This design comes from an exercise in tuning for small area on the open sky130 flow, not from production work. In this exercise RTL edits were held to simulation tests only and were not proved equivalent to the original. No activity file was given, so power comes from the tool's default toggle rates.

===== config.mk =====
export PLATFORM = sky130hd
export DESIGN_NAME = result_checker
export DESIGN_NICKNAME = result_checker
export VERILOG_FILES = /design/flow/design.v
export SDC_FILE = /design/flow/constraint.sdc
export NUM_CORES = 4
export LEC_CHECK = 0
export CAP_MARGIN = 20
export CORE_MARGIN = 2
export CORE_UTILIZATION = 55
export PLACE_DENSITY = 0.75
export SLEW_MARGIN = 20
export SYNTH_HIERARCHICAL = 1

===== constraint.sdc =====
create_clock -name core_clock -period 7.0 [get_ports {clk}]
set_input_delay 1.4000 -clock core_clock [delete_from_list [all_inputs] [get_ports {clk}]]
set_output_delay 1.4000 -clock core_clock [all_outputs]
set_load 0.01 [all_outputs]

===== design.v =====
package rc_pkg;
  localparam logic [1:0] S_IDLE = 2'd0;
  localparam logic [1:0] S_RUN  = 2'd1;
  localparam logic [1:0] S_DONE = 2'd2;
  localparam logic [1:0] S_TOUT = 2'd3;
  localparam int G3    = 4;
  localparam int G5    = 4;
  localparam int PK_W  = 5 * G3 + 8 * G5;
endpackage
module result_table
#(
  parameter int DATA_W = 32,
  parameter int DEPTH  = 32,
  parameter int AW     = 5
) (
  input  logic              clk,
  input  logic              we,
  input  logic [AW-1:0]     waddr,
  input  logic [DATA_W-1:0] wmask,
  input  logic [DATA_W-1:0] wdata,
  input  logic [AW-1:0]     raddr,
  input  logic [DATA_W-1:0] res,
  output logic              mismatch
);
  localparam int PW = rc_pkg::PK_W;
  localparam int G3 = rc_pkg::G3;
  localparam int G5 = rc_pkg::G5;
  localparam int B5 = 3 * G3;    
  localparam int P5 = 5 * G3;    
  function automatic logic [4:0] enc3(input logic [2:0] m, input logic [2:0] d);
    logic [1:0] e;
    logic [2:0] x;
    x = d;
    case (m)
      3'b111: e = 2'd0;
      3'b110: begin e = 2'd3; x[0] = 1'b0; end
      3'b101: begin e = 2'd2; x[1] = 1'b0; end
      3'b011: begin e = 2'd1; x[2] = 1'b0; end
      3'b100: begin e = 2'd2; x[0] = 1'b0; x[1] = 1'b1; end
      3'b010: begin e = 2'd3; x[0] = 1'b1; x[2] = 1'b0; end
      3'b001: begin e = 2'd1; x[1] = 1'b0; x[2] = 1'b1; end
      default: begin e = 2'd2; x = 3'b011; end
    endcase
    enc3 = {e, x};
  endfunction
  function automatic logic [7:0] enc5(input logic [4:0] m, input logic [4:0] d);
    logic [4:0] a;
    logic [2:0] b;
    a = enc3(m[2:0], d[2:0]);
    case (m[4:3])
      2'b11: b = {1'b0, d[4:3]};
      2'b01: b = {2'b10, d[3]};
      2'b10: b = {2'b11, d[4]};
      default: begin
        b = a[2:0];
        a = {a[4], 2'b11, !a[4] || a[3], a[4] || a[3]};
      end
    endcase
    enc5 = {a, b};
  endfunction
  logic [PW-1:0] wpk;
  always_comb begin
    for (int g = 0; g < G3; g++)
      wpk[5*g +: 5] = enc3(wmask[3*g +: 3], wdata[3*g +: 3]);
    for (int g = 0; g < G5; g++)
      wpk[P5 + 8*g +: 8] = enc5(wmask[B5 + 5*g +: 5], wdata[B5 + 5*g +: 5]);
  end
  logic [DEPTH-1:0] wsel, rsel;
  always_comb begin
    for (int k = 0; k < DEPTH; k++) begin
      wsel[k] = we && (waddr == AW'(k));
      rsel[k] = (raddr == AW'(k));
    end
  end
  logic [PW-1:0] rows [DEPTH];
  logic [PW-1:0] rpk;
  for (genvar k = 0; k < DEPTH; k++) begin : g_row
    logic [PW-1:0] row;
    always_ff @(posedge clk) begin
      if (wsel[k]) row <= wpk;
    end
    assign rows[k] = row;
  end
  for (genvar b = 0; b < PW; b++) begin : g_rd
    logic [11:0] y;
    logic [2:0]  z;
    for (genvar j = 0; j < 10; j++) begin : g_ao
      rc_ao222n u_ao (
        .a1(rsel[3*j]),   .b1(rows[3*j][b]),
        .a2(rsel[3*j+1]), .b2(rows[3*j+1][b]),
        .a3(rsel[3*j+2]), .b3(rows[3*j+2][b]),
        .y (y[j])
      );
    end
    rc_nand2 u_n30 (.a(rsel[30]), .b(rows[30][b]), .y(y[10]));
    rc_nand2 u_n31 (.a(rsel[31]), .b(rows[31][b]), .y(y[11]));
    rc_nand4 u_n0 (.a(y[0]), .b(y[1]), .c(y[2]),  .d(y[3]),  .y(z[0]));
    rc_nand4 u_n1 (.a(y[4]), .b(y[5]), .c(y[6]),  .d(y[7]),  .y(z[1]));
    rc_nand4 u_n2 (.a(y[8]), .b(y[9]), .c(y[10]), .d(y[11]), .y(z[2]));
    assign rpk[b] = |z;
  end
  logic [G3-1:0] mm3;
  logic [G5-1:0] mm5;
  for (genvar g = 0; g < G3; g++) begin : g_c3
    rc_mm3 u_mm (.c(rpk[5*g +: 5]), .r(res[3*g +: 3]), .mm(mm3[g]));
  end
  for (genvar g = 0; g < G5; g++) begin : g_c5
    logic [4:0] a;
    logic [2:0] b, es;
    logic [1:0] r34;
    logic       spare, mm_a, mm_s, mm_b;
    assign {a, b} = rpk[P5 + 8*g +: 8];
    assign r34    = res[B5 + 5*g + 3 +: 2];
    assign spare  = a[3] && (a[4] ? (a[2] && a[0]) : (a[2] && a[1]));
    rc_mm3 u_mm_a (.c(a), .r(res[B5 + 5*g +: 3]), .mm(mm_a));
    rc_mm3 u_mm_s (.c({a[4], a[4] ? a[1] : a[0], b}), .r(res[B5 + 5*g +: 3]), .mm(mm_s));
    assign mm_b   = (!(b[2] &&  b[1]) && (b[0] ^ r34[0]))
                  | (!(b[2] && !b[1]) && ((b[2] ? b[0] : b[1]) ^ r34[1]));
    assign mm5[g] = spare ? mm_s : (mm_a || mm_b);
  end
  assign mismatch = |mm3 || |mm5;
endmodule
module rc_mm3 (input logic [4:0] c, input logic [2:0] r, output logic mm);
  logic [1:0] e;
  logic [2:0] x, ign;
  assign {e, x} = c;
  always_comb begin
    case (e)
      2'd0: ign = 3'b000;
      2'd1: ign = x[2] ? 3'b110 : 3'b100;
      2'd2: ign = !x[1] ? 3'b010 : (x[0] ? 3'b111 : 3'b011);
      default: ign = !x[0] ? 3'b001 : 3'b101;
    endcase
  end
  assign mm = |((x ^ r) & ~ign);
endmodule
module rc_ao222n (input logic a1, b1, a2, b2, a3, b3, output logic y);
  assign y = ~((a1 & b1) | (a2 & b2) | (a3 & b3));
endmodule
module rc_nand4 (input logic a, b, c, d, output logic y);
  assign y = ~(a & b & c & d);
endmodule
module rc_nand2 (input logic a, b, output logic y);
  assign y = ~(a & b);
endmodule
module result_checker
#(
  parameter int DATA_W  = 32,
  parameter int DEPTH   = 32,
  parameter int IDX_W   = $clog2(DEPTH + 1),
  parameter int TIMEOUT = 64
) (
  input  logic              clk,
  input  logic              reset,
  input  logic              exp_we,
  input  logic [IDX_W-1:0]  exp_addr,
  input  logic [DATA_W-1:0] exp_data,
  input  logic [DATA_W-1:0] exp_mask,
  input  logic [IDX_W-1:0]  exp_count,
  input  logic              start,
  input  logic              res_valid,
  input  logic [DATA_W-1:0] res_data,
  output logic              busy,
  output logic              done,
  output logic              timeout,
  output logic              all_pass,
  output logic [IDX_W-1:0]  pass_count,
  output logic [IDX_W-1:0]  fail_count,
  output logic [IDX_W-1:0]  first_fail_idx,
  output logic [DATA_W-1:0] first_fail_data,
  output logic [1:0]        fsm_state
);
  localparam int AW = 5;
  logic [1:0]       state, state_nxt;
  logic [IDX_W-1:0] idx;         
  logic [IDX_W-1:0] fails;
  logic [AW-1:0]    last_idx;    
  logic [5:0]       watchdog;    
  logic [AW-1:0]    ff_idx;
  logic [DATA_W-1:0] ff_data;
  logic             is_run, start_run, take, tick, mismatch, no_fail;
  result_table #(.DATA_W(DATA_W), .DEPTH(DEPTH), .AW(AW)) u_table (
    .clk      (clk),
    .we       (exp_we && !exp_addr[5]),
    .waddr    (exp_addr[AW-1:0]),
    .wmask    (exp_mask),
    .wdata    (exp_data),
    .raddr    (idx[AW-1:0]),
    .res      (res_data),
    .mismatch (mismatch)
  );
  assign is_run     = (state == rc_pkg::S_RUN);
  assign start_run  = start && !is_run;
  assign take       = is_run && res_valid;
  assign tick       = is_run && !res_valid;
  assign no_fail    = (fails == '0);
  always_comb begin
    state_nxt = state;
    if (start_run)
      state_nxt = (exp_count == '0) ? rc_pkg::S_DONE : rc_pkg::S_RUN;
    else if (take && (idx[AW-1:0] == last_idx))
      state_nxt = rc_pkg::S_DONE;
    else if (tick && (watchdog == 6'(TIMEOUT - 1)))
      state_nxt = rc_pkg::S_TOUT;
  end
  always_ff @(posedge clk or negedge reset) begin
    if (!reset) begin
      state <= rc_pkg::S_IDLE;
      idx   <= '0;
      fails <= '0;
    end else begin
      state <= state_nxt;
      if (start_run) begin
        idx   <= '0;
        fails <= '0;
      end else if (take) begin
        idx <= idx + IDX_W'(1);
        if (mismatch) fails <= fails + IDX_W'(1);
      end
    end
  end
  always_ff @(posedge clk) begin
    if (start_run) last_idx <= exp_count[5] ? AW'(DEPTH - 1) : exp_count[AW-1:0] - AW'(1);
    if (start_run || take) watchdog <= '0;
    else if (tick)         watchdog <= watchdog + 6'd1;
    if (take && no_fail) begin
      ff_idx  <= idx[AW-1:0];
      ff_data <= res_data;
    end
  end
  assign busy            = is_run;
  assign done            = state[1];
  assign timeout         = (state == rc_pkg::S_TOUT);
  assign all_pass        = (state == rc_pkg::S_DONE) && no_fail;
  assign fsm_state       = state;
  assign fail_count      = fails;
  assign pass_count      = idx - fails;
  assign first_fail_idx  = {1'b0, ff_idx & {AW{!no_fail}}};
  assign first_fail_data = ff_data & {DATA_W{!no_fail}};
endmodule

===== flow/run.sh =====
#!/bin/bash
# The standard layout (the standard.sh, unchanged synthesis and steps), with two settings
# passed to ORFS through the environment:
#  - the port buffers that global placement inserts use the smallest buffer, buf_1;
#  - clock tree synthesis clusters up to 28 sinks per clkbuf_16 and adds no dummy loads.
# All of make's output goes to standard.log here; ORFS keeps each step's log under orfs/logs.
set -euo pipefail
cd "$(dirname "${BASH_SOURCE[0]}")/.."
export BUFFER_PORTS_ARGS="-buffer_cell sky130_fd_sc_hd__buf_1"
export CTS_ARGS="-sink_clustering_enable -repair_clock_nets -dont_use_dummy_load -buf_list sky130_fd_sc_hd__clkbuf_16 -sink_clustering_size 28 -sink_clustering_max_diameter 100"
bash standard.sh > standard.log 2>&1

===== standard.sh =====
#!/bin/bash
# synth_recipe.tcl (not shown) runs the flow's synth.tcl, then flattens the netlist and writes it again
# the make line also repeats each setting of config.mk as NAME=value (left out here)
make -C /OpenROAD-flow-scripts/flow DESIGN_CONFIG=/design/flow/config.mk WORK_HOME=/design/flow/orfs CLKGATE_MAP_FILE= SYNTH_SCRIPT=/design/flow/synth_recipe.tcl "${@:-finish}"

==> results of run 1 <==
-- worst max-delay path: cells and delay by family (launching register included) --
| kind | cells | cell delay [ns] |
|---|---|---|
| xor gates and xnor gates | 2 | 0.33 |
| and+or+nand+nor | 10 | 3.64 |
| buffers and inverters | 2 | 0.50 |
| DFF | 1 | 0.52 |
| AOI/OAI and AO/OA | 3 | 1.17 |
-- per-stage QoR --
step           setup slack [ns]  total power, mW  utilization [%]  instances  hold WS, ns
2_1_floorplan              1.61             13.4                -       3201        0.453
3_3_place_gp              0.996             14.4             59.3       4975        0.468
3_5_place_dp              0.894             14.5             59.4       4979        0.472
4_1_cts                   0.890             19.0             61.0       5051        0.486
5_1_grt                   0.552             19.6             61.1       5054        0.526
6_report                  0.636             19.1             61.1       5057        0.490
-- routing by layer --
layer	GRT usage [%]	share of wire (%)	wire length [um]	vias up
li1	-	-	-	14800
met1	38.9	35	59000	18500
met2	46.2	47	80200	2969
met3	7.93	15	26000	386
met4	8.76	3.1	5340	8
met5	0	0.024	41	-
-- logic make-up after synthesis --
family | after synthesis | share of synthesized area (%)
adders and majority gates | 28 | 0.573
AOI/OAI and AO/OA | 679 | 9.91
muxes | 8 | 0.138
xor gates and xnor gates | 48 | 0.673
other | 1 | 0.00600
DFF | 1726 | 82.8
and+or+nand+nor | 625 | 5.37
buffers and inverters | 86 | 0.541
-- per-module statistics from Yosys, one instance, submodules excluded, a selection --
module | times used | flops+latches | cell area, um^2 | cells inside
rc_nand4 | 156 | 0 | 6.26 | 1
rc_nand2 | 104 | 0 | 3.75 | 1
result_checker | 1 | 62 | 2900 | 242
rc_ao222n | 520 | 0 | 10.0 | 1
rc_mm3 | 12 | 0 | 75.1 | 11
-- power breakdown --
part | internal (mW) | switching, mW
Sequential | 11.6 | 0.0701
Combinational | 0.815 | 1.87
Clock | 1.86 | 2.85
-- registers in the layout, summed over array words and instances (netlist names) --
register,count
state,2
u_table.g_row.row,1664
ff_data,32
idx,6
watchdog,6
fails,6
ff_idx,5
last_idx,5
-- cells in the mapped netlist, drive strengths merged, types with 8 or more instances --
master  count  area share [%]
a211o      13            0.18
a211oi      8           0.096
a21oi      48            0.38
a222oi    521             8.4
and3b      14            0.20
clkbuf     16           0.096
dfrtp      14            0.56
edfxtp   1706              82
ha         27            0.54
inv        64            0.38
nand2     134            0.81
nand2b     17            0.17
nand3      30            0.24
nand3b     18            0.22
nand4     171             1.7
nor2      106            0.64
nor2b      42            0.42
nor3       17            0.14
o21ai      49            0.39
o221ai     12            0.17
or3        49            0.51
xnor2      25            0.35
xor2       23            0.32
-- cell type report --
type / instances / area [um^2]
Tap cell: 1500 / 1880
Inverter: 64 / 240
Sequential cell: 1726 / 51700
Fill cell: 7694 / 43700
Antenna cell: 4 / 10.0
Clock buffer: 72 / 1800
Timing Repair Buffer: 302 / 2000
Multi-Input combinational cell: 1389 / 11100
-- final timing paths --
path                       cells past startpoint  slack [ns]        start          end
setup / recovery                              17        0.64       idx[1]     fails[2]
hold / removal                                 2        0.49  watchdog[2]  watchdog[2]
setup reg to reg                              17        0.64       idx[1]     fails[2]
hold reg to reg                                2        0.49  watchdog[2]  watchdog[2]
max in group asynchronous                      1        5.73        reset     state[1]
min in group asynchronous                      1        0.78        reset     fails[1]
==> flow_summary.json, run 1 <==
{
  "area_growth_syn_to_layout_pct": 10.1,
  "design.final.nets": 3696,
  "timing.setup.critical_path_class": "register to register",
  "syn-cell-area_um2": 62400,
  "powerDensity_nw_per_um2": 277,
  "gpl.final_weighted_congestion": 0.854,
  "route.antenna.remaining_nets": 0,
  "vias_in_the_first_global_route": 35500,
  "min_period_ns": 6.36,
  "timing.max_cap.violations": 0,
  "grt_max_degree": 53,
  "ctsResizeCount": 0,
  "drt-vias-per-instance": 7.25,
  "grt_overflow": 0,
  "yosysSeqAreaShare_pct": 82.8,
  "synth.avg_cell_area_um2": 19.5,
  "clk_latency_ns": 0.66,
  "io_buffer_count": 167,
  "worst_ep_required_time_ns": 7.53,
  "mostFrequentLayoutCells": "1706 x edfxtp_1, 521 x a222oi_1, 171 x nand4_1, 167 x buf_1, 133 x nand2_1",
  "dp_hpwl_um": 99500,
  "mostFrequentLayoutCell": "edfxtp_1",
  "synth_edf_count": 1706,
  "finalSetupTns_ns": 0,
  "synth_flop_cell": "edfxtp_1",
  "fp.coreArea_um2": 112000,
  "track_usage_pct": 28.8,
  "placement_rows": 123,
  "drc": 0,
  "slew-limit-headroom_pct": 28.7,
  "number_of_levels_in_the_clock_h_tree": 3,
  "path_clk_slew_ns": 0.10,
  "final_hold_viol_count": 0,
  "worstPathArrival_ns": 6.89,
  "clock_tree.buffer_depth": 3,
  "detailedRoute.firstIterationViolations": 8242,
  "vias": 36700,
  "dpl-instance-area_um2": 66800,
  "die_x_um": 341,
  "path_class_of_the_lowest_slack_min_delay_path": "register to register",
  "tritoncts": "built",
  "clock_root_buffer": "clkbuf_16",
  "power.static_leakage_nw": 21.0,
  "hold_buffers": 0,
  "floorplan.io_pins": 169,
  "grt_first_pass_wirelength_um": 242000,
  "worstSetupEndpointType": "register",
  "design.die.area_um2": 116000,
  "slowest_stage": "nor3_1",
  "antenna_found_initial": 13,
  "wl_per_cell_um": 33.7,
  "final_area_um2": 68800,
  "post_route_cells_drive_above_1_share_pct": 9.03,
  "postSynthCellCount": 3201,
  "grt_setup_unrepaired": "false",
  "yosys_warns": 11,
  "critical-path-max-stage-delay_ns": 0.81,
  "timing.fmax_ghz": 0.157,
  "synthArstFlopShare_pct": 0.811,
  "peakVddDrop_uv": 172,
  "syn-num-nets": 3342,
  "status": "no timing/DRC/antenna violations",
  "cts_buffers": 72,
  "setup-violations-final": 0,
  "initial_core_util_pct": 55.5,
  "layout_worst_path_cycle_share_pct": 90.9,
  "final_max_tran_viols": 0,
  "crit_path_start_kind": "register",
  "synth.distinct_cells": 54,
  "worst_path_fanout_max": 32,
  "clock_sink_count": 1726,
  "crit_chain": "nand2b_1, nor2_4, buf_12, a222oi_1, nand4_1, nor3_1, inv_1, xnor2_1, a211o_1, nand4_1, a222oi_1, nand3_1, or4b_1, and4b_1, nand2_1, xnor2_1, nor2_1",
  "drt_pre_antenna_iters": 10,
  "floorplan.die.height_um": 341,
  "post_cts_setup_buffers": 0,
  "synth-seq-cells": 1726,
  "worst-slew-pin-transition_ns": 1.07,
  "drt_wl_total_um": 171000,
  "finalClockSkew_ns": 0.0547
}
==> inputs of run 2 (changes only) <==
==> flow/run.sh (replaced) <==
#!/bin/bash
# The standard layout (the standard.sh, unchanged synthesis and steps), with two settings
# passed to ORFS through the environment:
#  - the port buffers that global placement inserts use the smallest buffer, buf_1;
#  - clock tree synthesis clusters up to 10 sinks within 50 um per clkbuf_4 and adds no dummy
#    loads.
# All of make's output goes to standard.log here; ORFS keeps each step's log under orfs/logs.
set -euo pipefail
cd "$(dirname "${BASH_SOURCE[0]}")/.."
export BUFFER_PORTS_ARGS="-buffer_cell sky130_fd_sc_hd__buf_1"
export CTS_ARGS="-sink_clustering_enable -repair_clock_nets -dont_use_dummy_load -buf_list sky130_fd_sc_hd__clkbuf_4 -sink_clustering_size 10 -sink_clustering_max_diameter 50"
bash standard.sh > standard.log 2>&1
--- a/config.mk
+++ b/config.mk
@@ -7,7 +7,6 @@
 export LEC_CHECK = 0
 export CAP_MARGIN = 20
 export CORE_MARGIN = 2
-export CORE_UTILIZATION = 55
-export PLACE_DENSITY = 0.75
+export CORE_UTILIZATION = 40
 export SLEW_MARGIN = 20
 export SYNTH_HIERARCHICAL = 1
==> flow_summary.json, run 2 <==
{
  "synth_flop_cell": "edfxtp_1",
  "crit_path_start_kind": "register",
  "drc": 0,
  "min_period_ns": 6.54,
  "synth.distinct_cells": 54,
  "setup.reg_to_reg.worst_slack_ns": 0.46,
  "synth_edf_count": 1706,
  "cts_buffers": 201,
  "timing.max_cap.violations": 0,
  "largest_reg_flops": 1664,
  "power.static_leakage_nw": 21.1,
  "clock_root_buffer": "clkbuf_4",
  "tritoncts": "built",
  "path_clk_slew_ns": 0.11,
  "top_regs": "u_table.g_row.row x1664, ff_data x32",
  "setup.worst_path.end": "fails[2]",
  "synth-seq-cells": 1726,
  "finalSetupTns_ns": 0,
  "most_repeated_cell_in_the_gate_level_netlist_after_synthesis": "edfxtp_1",
  "peakVddDrop_uv": 151,
  "timing.rr.start": "idx[0]",
  "synth.avg_cell_area_um2": 19.5,
  "path_class_of_the_lowest_slack_min_delay_path": "input port to async pin",
  "timing.fmax_ghz": 0.153,
  "drt_wl_total_um": 185000,
  "yosysSeqAreaShare_pct": 82.8,
  "post_route_cells_drive_above_1_share_pct": 12.9,
  "crit_path_start": "idx[0]",
  "setup-violations-final": 0,
  "grt_first_pass_wirelength_um": 258000,
  "slew-limit-headroom_pct": 22.9,
  "critical-path-max-stage-delay_ns": 1.00,
  "placement_rows": 145,
  "status": "no timing/DRC/antenna violations",
  "mostFrequentLayoutCells": "1706 x edfxtp_1, 521 x a222oi_1, 201 x clkbuf_4, 171 x nand4_1, 167 x buf_1",
  "hold_buffers": 0,
  "wl_per_cell_um": 32.0,
  "slowest_stage": "nor4_1",
  "postSynthCellCount": 3201,
  "drt_pre_antenna_iters": 8,
  "worstPathArrival_ns": 7.65,
  "syn-num-nets": 3342,
  "synth_largest_area_cell": "edfxtp_1",
  "crit_chain": "nand2b_1, nor2_4, buf_4, a222oi_1, nand4_1, or3_1, o21ai_1, o221ai_1, nand4_1, nor4_1, nand3_1, or4b_1, and4b_1, nand2_1, xnor2_1, nor2_1",
  "clk_latency_ns": 1.27,
  "floorplan.io_pins": 169,
  "synthArstFlopShare_pct": 0.811,
  "floorplan.die.height_um": 399,
  "post_cts_setup_buffers": 0,
  "ctsResizeCount": 0,
  "layout_worst_path_cycle_share_pct": 93.4,
  "clock_tree.buffer_depth": 3,
  "syn-cell-area_um2": 62400,
  "reg2regPathDepth": 16,
  "worst_ep_required_time_ns": 8.11,
  "grt_overflow": 0,
  "area_growth_syn_to_layout_pct": 10.8,
  "track_usage_pct": 22.7,
  "clock_sink_count": 1726,
  "post_synth_most_frequent_cells": "1706 x edfxtp_1, 521 x a222oi_1, 171 x nand4_1",
  "die_x_um": 399,
  "worst-slew-pin-transition_ns": 1.15,
  "final_area_um2": 69200,
  "design.die.area_um2": 159000,
  "io_buffer_count": 167,
  "report.power.total_mw": 18.8,
  "gpl.final_weighted_congestion": 0.813,
  "worst_path_most_repeated_cell": "nand4_1",
  "timing.setup.critical_path_class": "register to register",
  "worst_r2r_endpoint": "fails[2]",
  "final_hold_viol_count": 0,
  "detailedRoute.firstIterationViolations": 6752,
  "vias": 37000,
  "dpl-instance-area_um2": 67700,
  "yosys_warns": 11,
  "worstSetupEndpointType": "register",
  "post-route-util_pct": 44.4,
  "grt_setup_unrepaired": "false",
  "design.final.nets": 3844,
  "final_max_tran_viols": 0,
  "post-synth-top-area-fraction_pct": 82.0,
  "fp.coreArea_um2": 156000,
  "worst_path_fanout_max": 23,
  "vias_in_the_first_global_route": 35400,
  "powerDensity_nw_per_um2": 272,
  "number_of_levels_in_the_clock_h_tree": 4,
  "leading_cell_types_by_total_area_after_synthesis": "edfxtp_1 82%, a222oi_1 8.4%, nand4_1 1.7%",
  "drt-vias-per-instance": 6.42,
  "initial_core_util_pct": 40.1,
  "route.antenna.remaining_nets": 0,
  "register_containing_the_most_flip_flops_in_the_final_layout": "u_table.g_row.row",
  "fillerInstances": 13400,
  "antenna_found_initial": 13,
  "holdWs_ns": 0.195,
  "mostFrequentLayoutCell": "edfxtp_1",
  "finalClockSkew_ns": 0.158,
  "grt_max_degree": 53,
  "dp_hpwl_um": 110000
}
[run 2: logic make-up after synthesis]
kind of cell,Yosys count,share of synthesized area (%)
other,1,0.00600
muxes,8,0.138
and+or+nand+nor,625,5.37
xor gates and xnor gates,48,0.673
AOI/OAI and AO/OA,679,9.91
buffers and inverters,86,0.541
DFF,1726,82.8
adders and majority gates,28,0.573
[run 2: power breakdown]
| part | internal [mW] | switching [mW] |
|---|---|---|
| Combinational | 0.828 | 1.91 |
| Clock | 1.31 | 3.07 |
| Sequential | 11.6 | 0.0723 |
[run 2: critical path, delay by kind of cell (launching register included)]
family / cells / cell delay (ns)
AOI/OAI and AO/OA: 3 / 0.47
and+or+nand+nor: 11 / 4.73
DFF: 1 / 0.48
xor gates and xnor gates: 1 / 0.13
buffers and inverters: 1 / 0.57
[run 2: per-module statistics from Yosys (local to each module, per instance), a selection]
module / area [um^2] / flip-flops and latches / cells inside / times used
result_checker: 2900 / 62 / 242 / 1
rc_nand4: 6.26 / 0 / 1 / 156
rc_ao222n: 10.0 / 0 / 1 / 520
rc_nand2: 3.75 / 0 / 1 / 104
rc_mm3: 75.1 / 0 / 11 / 12
[run 2: metal layers]
metal  wire (um)  GRT usage, %  vias up
met4        4150          6.08       10
met1       72900          31.9    19100
li1            -             -    15200
met5          74             0        -
met2       86200          36.0     2385
met3       21300          4.85      288
[run 2: per-stage QoR]
step / setup WS (ns) / instances
floorplan: 1.61 / 3201
global placement: 0.621 / 5556
detailed placement: 0.699 / 5558
CTS: 0.668 / 5759
global route: 0.459 / 5766
finish: 0.462 / 5766
[run 2: layout make-up]
type	count	area, um^2	share of cell area, %
Tap cell	2058	2570	3.72
Multi-Input combinational cell	1389	11100	16.1
Inverter	64	240	0.347
Sequential cell	1726	51700	74.7
Antenna cell	7	17.5	0.0253
Clock buffer	201	1510	2.18
Timing Repair Buffer	321	2030	2.94
[run 2: worst min path at each step]
stage / slack (ns) / startpoint / end
final: 0.19 / reset / state[0]
after global routing: 0.17 / reset / fails[1]
after CTS: 0.10 / reset / fails[4]
after detailed placement: 0.49 / watchdog[2] / watchdog[2]
after global placement: 0.46 / watchdog[2] / watchdog[2]
after floorplan: 0.45 / watchdog[2] / watchdog[2]
==> inputs of run 3 (changes only) <==
--- a/design.v
+++ b/design.v
@@ -47,15 +47,13 @@
     logic [4:0] a;
     logic [2:0] b;
     a = enc3(m[2:0], d[2:0]);
-    case (m[4:3])
-      2'b11: b = {1'b0, d[4:3]};
-      2'b01: b = {2'b10, d[3]};
-      2'b10: b = {2'b11, d[4]};
-      default: begin
-        b = a[2:0];
-        a = {a[4], 2'b11, !a[4] || a[3], a[4] || a[3]};
-      end
-    endcase
+    b[2] = !(m[4] && m[3]);
+    b[1] = m[4] ? !m[3] || d[4] : 1'b0;
+    b[0] = m[3] ? d[3] : d[4];
+    if (!m[4] && !m[3]) begin
+      b = a[2:0];
+      a = {a[4], 2'b11, !a[4] || a[3], a[4] || a[3]};
+    end
     enc5 = {a, b};
   endfunction
   logic [PW-1:0] wpk;
@@ -174,7 +172,8 @@
   logic [1:0]       state, state_nxt;
   logic [IDX_W-1:0] idx;         
   logic [IDX_W-1:0] fails;
-  logic [AW-1:0]    last_idx;    
+  logic [AW-1:0]    len_lo;      
+  logic [IDX_W-1:0] idx_inc;
   logic [5:0]       watchdog;    
   logic [AW-1:0]    ff_idx;
   logic [DATA_W-1:0] ff_data;
@@ -194,11 +193,12 @@
   assign take       = is_run && res_valid;
   assign tick       = is_run && !res_valid;
   assign no_fail    = (fails == '0);
+  assign idx_inc    = idx + IDX_W'(1);    
   always_comb begin
     state_nxt = state;
     if (start_run)
       state_nxt = (exp_count == '0) ? rc_pkg::S_DONE : rc_pkg::S_RUN;
-    else if (take && (idx[AW-1:0] == last_idx))
+    else if (take && (idx_inc[AW-1:0] == len_lo))
       state_nxt = rc_pkg::S_DONE;
     else if (tick && (watchdog == 6'(TIMEOUT - 1)))
       state_nxt = rc_pkg::S_TOUT;
@@ -214,13 +214,13 @@
         idx   <= '0;
         fails <= '0;
       end else if (take) begin
-        idx <= idx + IDX_W'(1);
+        idx <= idx_inc;
         if (mismatch) fails <= fails + IDX_W'(1);
       end
     end
   end
   always_ff @(posedge clk) begin
-    if (start_run) last_idx <= exp_count[5] ? AW'(DEPTH - 1) : exp_count[AW-1:0] - AW'(1);
+    if (start_run) len_lo <= exp_count[5] ? '0 : exp_count[AW-1:0];
     if (start_run || take) watchdog <= '0;
     else if (tick)         watchdog <= watchdog + 6'd1;
     if (take && no_fail) begin
==> flow_summary.json, run 3 <==
{
  "global_route.usage.met1_pct": 31.8,
  "reg2regPathDepth": 17,
  "dp_hpwl_um": 107000,
  "post-route-util_pct": 44.6,
  "post_cts_setup_buffers": 0,
  "holdWs_ns": 0.250,
  "final.setup.worst_slack_ns": 0.969,
  "worst_ep_required_time_ns": 8.08,
  "largest_reg_flops": 1664,
  "timing.setup.critical_path_class": "register to register",
  "worstSetupEndpointType": "register",
  "powerDensity_nw_per_um2": 309,
  "p_sw_mw": 6.62,
  "syn-cell-area_um2": 62200,
  "power.static_leakage_nw": 21.0,
  "mostFrequentLayoutCell": "edfxtp_1",
  "most_repeated_cell_in_the_gate_level_netlist_after_synthesis": "edfxtp_1",
  "report.power.total_mw": 21.2,
  "antenna_found_initial": 8,
  "path_clk_slew_ns": 0.10,
  "drt-vias-per-instance": 6.37,
  "fillerInstances": 13300,
  "timing.max_cap.violations": 0,
  "yosys_warns": 11,
  "final_area_um2": 68800,
  "clock_tree.buffer_depth": 3,
  "final_hold_viol_count": 0,
  "design.final.nets": 3793,
  "register_containing_the_most_flip_flops_in_the_final_layout": "u_table.g_row.row",
  "synth.distinct_cells": 55,
  "hold_buffers": 0,
  "route.antenna.remaining_nets": 0,
  "clockPowerShare_pct": 20.4,
  "min_period_ns": 6.03,
  "layout_worst_path_cycle_share_pct": 86.2,
  "timing.fmax_ghz": 0.166,
  "number_of_levels_in_the_clock_h_tree": 4,
  "design.die.area_um2": 159000,
  "syn-num-nets": 3302,
  "gpl.final_weighted_congestion": 0.842,
  "clk_latency_ns": 1.21,
  "place_ws_ns": 1.08,
  "post_route_cells_drive_above_1_share_pct": 12.6,
  "floorplan.io_pins": 169,
  "worst_path_fanout_max": 34,
  "synth.avg_cell_area_um2": 19.6,
  "die_x_um": 398,
  "cells_after_dpl": 5511,
  "post-synth-top-area-fraction_pct": 82.3,
  "p_int_mw": 14.6,
  "setup-violations-final": 0,
  "cts_buffers": 200,
  "path_class_of_the_lowest_slack_min_delay_path": "input port to async pin",
  "synth_edf_count": 1706,
  "stdcell_count": 5720,
  "track_usage_pct": 22.2,
  "fp.coreArea_um2": 154000,
  "drc": 0,
  "synthArstFlopShare_pct": 0.811,
  "initial_core_util_pct": 40.3,
  "synth-seq-cells": 1726,
  "drt_wl_total_um": 179000,
  "grt_first_pass_wirelength_um": 252000,
  "area_growth_syn_to_layout_pct": 10.6,
  "timing.rr.start": "idx[0]",
  "global_routing_met3_resource_utilization_pct": 5.23,
  "drt_pre_antenna_iters": 9,
  "gr-usage-met2_pct": 34.5,
  "worst_r2r_endpoint": "fails[5]",
  "grt_setup_unrepaired": "false",
  "synth_flop_cell": "edfxtp_1",
  "grt_overflow": 0,
  "detailedRoute.firstIterationViolations": 6327,
  "worst-slew-pin-transition_ns": 1.14,
  "setup.reg_to_reg.worst_slack_ns": 0.97,
  "tritoncts": "built",
  "mostFrequentLayoutCells": "1706 x edfxtp_1, 521 x a222oi_1, 200 x clkbuf_4, 170 x nand4_1, 167 x buf_1",
  "yosysSeqAreaShare_pct": 83.1,
  "io_buffer_count": 167,
  "wl_per_cell_um": 31.3,
  "synth_largest_area_cell": "edfxtp_1",
  "postSynthCellCount": 3179,
  "post_synth_most_frequent_cells": "1706 x edfxtp_1, 521 x a222oi_1, 170 x nand4_1",
  "slew-limit-headroom_pct": 23.9,
  "placement_rows": 144,
  "finalSetupTns_ns": 0,
  "status": "no timing/DRC/antenna violations",
  "peakVddDrop_uv": 259,
  "top_regs": "u_table.g_row.row x1664, ff_data x32",
  "worstPathArrival_ns": 7.11,
  "globalRoute.busiestLayer": "met2",
  "clock_sink_count": 1726,
  "final_max_tran_viols": 0,
  "power_switching_share_pct": 31.2,
  "finalClockSkew_ns": 0.100,
  "seqPwrFrac_pct": 55.1,
  "crit_path_start_kind": "register",
  "grt_max_degree": 53,
  "clock_root_buffer": "clkbuf_4",
  "dpl-instance-area_um2": 67300,
  "ctsResizeCount": 0,
  "floorplan.die.height_um": 398,
  "vias_in_the_first_global_route": 34900,
  "comb_power_share_pct": 24.4,
  "vias": 36400,
  "leading_cell_types_by_total_area_after_synthesis": "edfxtp_1 82%, a222oi_1 8.4%, nand4_1 1.7%"
}
## run 3: Yosys stat by module (local to each module, per instance), a selection
module / times used / flops+latches / cells
result_checker: 1 / 62 / 238
rc_nand4: 156 / 0 / 1
rc_ao222n: 520 / 0 / 1
rc_mm3: 12 / 0 / 11
rc_nand2: 104 / 0 / 1
## run 3: routing by layer
metal  routed length [um]  up-vias
met3                21100      253
met1                72300    18700
li1                     -    15100
met5                   10        -
met2                82000     2363
met4                 3550        2
## run 3: worst max-delay path, stage by stage, from the launching register on
cell and delay (ns):
dfrtp_1 0.59, nand2b_1 0.58, nor2_4 0.81, buf_4 0.66, a222oi_1 0.19, nand4_1 0.14
or3_1 0.33, mux2_2 0.25, o21ai_1 0.11, o221ai_1 0.22, nand4_1 0.26, a222oi_1 0.34
nand3_1 0.12, or4b_1 0.72, nand4b_2 0.28, nor4_2 0.08, xnor2_1 0.14, nor2_1 0.05
## run 3: cell families after synthesis
logic type               count (synthesis)  share of synthesized area (%)
flip-flops                            1726                           83.1
buffers and inverters                   79                          0.497
adder cells (fa/ha/maj)                 10                          0.213
XOR/XNOR                                47                          0.684
multiplexers                            13                          0.221
AO/OA/AOI/OAI                          671                           9.83
AND/OR/NAND/NOR                        632                           5.46
other                                    1                        0.00603
## run 3: power groups by stage
stage / clock network [mW] / registers [mW] / logic, mW
floorplan: 0 / 11.9 / 3.07
global placement: 0 / 11.9 / 5.02
detailed placement: 0 / 11.9 / 5.11
CTS: 4.45 / 11.7 / 5.12
global route: 4.83 / 11.7 / 5.55
finish: 4.34 / 11.7 / 5.19
## run 3: worst max-delay path by stage
stage                 from       end  slack (ns)
finish              idx[0]  fails[5]        0.97
global route        idx[0]  fails[4]        0.82
CTS                 idx[1]  fails[5]        1.04
detailed placement  idx[1]  fails[5]        1.08
global placement    idx[1]  fails[5]        1.13
floorplan           idx[3]  fails[5]        1.63
## run 3: final cells by class
| type | instances | area, um^2 | area share, % |
|---|---|---|---|
| repair buffers | 308 | 1900 | 2.76 |
| clock buffers | 200 | 1500 | 2.18 |
| multi-input cells | 1374 | 10900 | 15.9 |
| inverters | 60 | 225 | 0.327 |
| diodes | 8 | 20.0 | 0.0291 |
| flip-flops and latches | 1726 | 51700 | 75.1 |
| well taps | 2044 | 2560 | 3.72 |

-- afterwards: timing with drivers on the ports --
Ports are ideal in the flow. The routed layouts listed here were re-timed in OpenROAD.
Step 1 (the two cells are an assumption about what drives the block):
set clk [get_ports {clk}]
set_driving_cell -lib_cell sky130_fd_sc_hd__clkbuf_16 $clk
set_driving_cell -lib_cell sky130_fd_sc_hd__buf_2 [delete_from_list [all_inputs] $clk]
Step 2 moves the port delays by t, midway between the first and last clock arrival at a register: inputs arrive t later, outputs are due t later. That takes back most of the time a late clock gives input paths.
Slacks: no drivers / after step 1 / after step 2; pairs: no drivers / after step 1.
run | t, ns | setup slack, ns | worst data-port slew with drivers (ns) | cell pins on the clock port's net
run 1 | 0.721 | 0.636 / 0.636 / 0.636 | 0.14 | 1
run 2 | 1.283 | 0.462 / 0.462 / 0.462 | 0.08 | 1
run 3 | 1.270 | 0.969 / 0.969 / 0.969 | 0.16 | 1
After both steps setup and hold are still met in every run listed.
